Background: an optimization exercise with open tools, aiming at small area and few clock cycles per item. Do not read the settings as production practice. The RTL was checked by simulation tests, not by an equivalence proof against the original design. Power is estimated from default activity; no workload was simulated.

Design core_top, start of the top module:
module core_top (
  input  wire logic                 clk_i,
  input  wire logic                 rst_i,
  input  wire core_pkg::xlen_t      boot_addr_i,
  input  wire logic                 fetch_enable_i,
  output logic                      instr_req_o,
  output core_pkg::xlen_t           instr_addr_o,
  input  wire logic                 instr_gnt_i,
  input  wire logic                 instr_rvalid_i,
  input  wire core_pkg::instr_t     instr_rdata_i,
  output logic                      rf_we_wb_o,
  output core_pkg::reg_addr_t       rf_waddr_wb_o,
  output core_pkg::xlen_t           rf_wdata_wb_o,
  output logic                      core_busy_o
);
  core_pkg::reg_addr_t raddr_a;
  core_pkg::reg_addr_t raddr_b;
  logic                ren_a;
  logic                ren_b;
  core_pkg::xlen_t     rdata_a;
  core_pkg::xlen_t     rdata_b;
  core_pkg::ex_t       ex;
  logic                wb_we;
  core_pkg::reg_addr_t wb_rd;
  ...
clock: 4.5 ns
lec_check: 0
cap_margin: 5
core_margin: 2
core_utilization: 55
slew_margin: 5
synth_hierarchical: 1
synth_minimum_keep_size: 0
standard.sh (not shown) runs the stock make flow with config.mk's settings and CLKGATE_MAP_FILE= SYNTH_SCRIPT=/design/flow/synth_recipe.tcl, a recipe that flattens the netlist after the stock synthesis.
==> flow/flow/run.sh <==
#!/bin/bash
# The standard layout (standard.sh, with the standard synthesis), with two
# changes to how it is made:
#  - clock tree: clkbuf_16 buffers over clusters of at most 28 sinks, and no
#    dummy loads;
#  - ports buffered with buf_2 cells.
# make's full output goes to make.log here; each ORFS step also keeps its
# own log under orfs/logs/.
set -euo pipefail
bash standard.sh \
  "CTS_ARGS=-sink_clustering_enable -repair_clock_nets -dont_use_dummy_load -buf_list sky130_fd_sc_hd__clkbuf_16 -sink_clustering_size 28 -sink_clustering_max_diameter 100" \
  "BUFFER_PORTS_ARGS=-buffer_cell sky130_fd_sc_hd__buf_2" \
  finish > make.log 2>&1
The baseline passed the timing, design-rule and antenna checks.
Testbench counts at the start, summed over its fixed seeds: cycles 2,080, items 2,048.
Change:
==> flow/flow/run.sh (replaced) <==
#!/bin/bash
# The standard layout (standard.sh, with the standard synthesis), with three
# changes to how it is made:
#  - clock tree: clkbuf_8 buffers over clusters of at most 16 sinks, and no
#    dummy loads;
#  - ports buffered with buf_2 cells;
#  - after global-route timing repair, cells on paths with positive slack
#    are downsized (ORFS's RECOVER_POWER).
# make's full output goes to make.log here; each ORFS step also keeps its
# own log under orfs/logs/.
set -euo pipefail
bash standard.sh \
  "CTS_ARGS=-sink_clustering_enable -repair_clock_nets -dont_use_dummy_load -buf_list sky130_fd_sc_hd__clkbuf_8 -sink_clustering_size 16 -sink_clustering_max_diameter 50" \
  "BUFFER_PORTS_ARGS=-buffer_cell sky130_fd_sc_hd__buf_2" \
  RECOVER_POWER=100 \
  finish > make.log 2>&1
CAP_MARGIN = 10   (was 5)
SLEW_MARGIN = 10   (was 5)
Outcome:
- The changed run finished with capacitance limit, slew limit, setup timing left
- non-clock buffer count is unchanged
- final cell count went up by 1.1%
- cell area barely changes
- synthesized area does not change
- sequential share of layout area barely changes
- wire length climbs by 0.31%
- setup slack loses 0.15 ns
- count of clock-buffer cells in the layout came out higher by 66
- via count went up by 0.62%
Change:
==> flow/flow/run.sh (replaced) <==
#!/bin/bash
# The standard layout (standard.sh, with the standard synthesis), with two
# changes to how it is made:
#  - clock tree: clkbuf_16 buffers over clusters of at most 24 sinks, and no
#    dummy loads;
#  - ports buffered with buf_2 cells.
# make's full output goes to make.log here; each ORFS step also keeps its
# own log under orfs/logs/.
set -euo pipefail
bash standard.sh \
  "CTS_ARGS=-sink_clustering_enable -repair_clock_nets -dont_use_dummy_load -buf_list sky130_fd_sc_hd__clkbuf_16 -sink_clustering_size 24 -sink_clustering_max_diameter 80" \
  "BUFFER_PORTS_ARGS=-buffer_cell sky130_fd_sc_hd__buf_2" \
  finish > make.log 2>&1
Result: With this change the flow passed the timing, design-rule and antenna checks. Routed wire length fell slightly. Non-clock buffer count does not change. Cell area rose slightly. Die area stays the same. Hold slack improved by 0.10 ns. Final cell count fell slightly. Sequential share of layout area fell by 0.25 points. Setup slack improved by 0.19 ns. Power fell slightly.
Change:
CORE_UTILIZATION = 62   (was 55)
The new run completed without violations.
Sequential cell count is unchanged.
Hold slack gains 0.039 ns.
First-iteration DRC count climbs by 7.1%.
Power drops by 0.72%.

[port drivers added, routing unchanged]
How much do the figures lean on ideal ports? The routed layouts below were timed once more, with nothing changed but the port constraints.
Step 1 assumes that a clkbuf_16 drives the clock port and a buf_2 every other input.
Step 2 adds t to the input delays and takes it off the output delays; t is the mean of the earliest and latest rising clock arrival at the registers after step 1. Input paths then give back, and output paths get back, about the clock's delay inside the block.
Slacks: ideal ports / drivers / drivers and shift; pairs: ideal ports / drivers.
run	shift t [ns]	setup WS [ns]	worst setup path after step 2	clock arrival spread, ns
the first run	0.707	0.115 / 0.115 / -0.081	input to register	0.078 / 0.078
the second run	0.874	-0.032 / -0.032 / -0.577	input to register	0.115 / 0.114
the third run	0.779	0.155 / 0.155 / -0.164	input to register	0.074 / 0.074
the fourth run	0.724	0.275 / 0.275 / -0.133	input to register	0.076 / 0.076
With both steps, setup timing fails in the first run, the third run and the fourth run, where it was met with ideal ports. The setup slack of the second run, which loses most, moves by 0.000 ns with the drivers and by -0.545 ns with both steps.
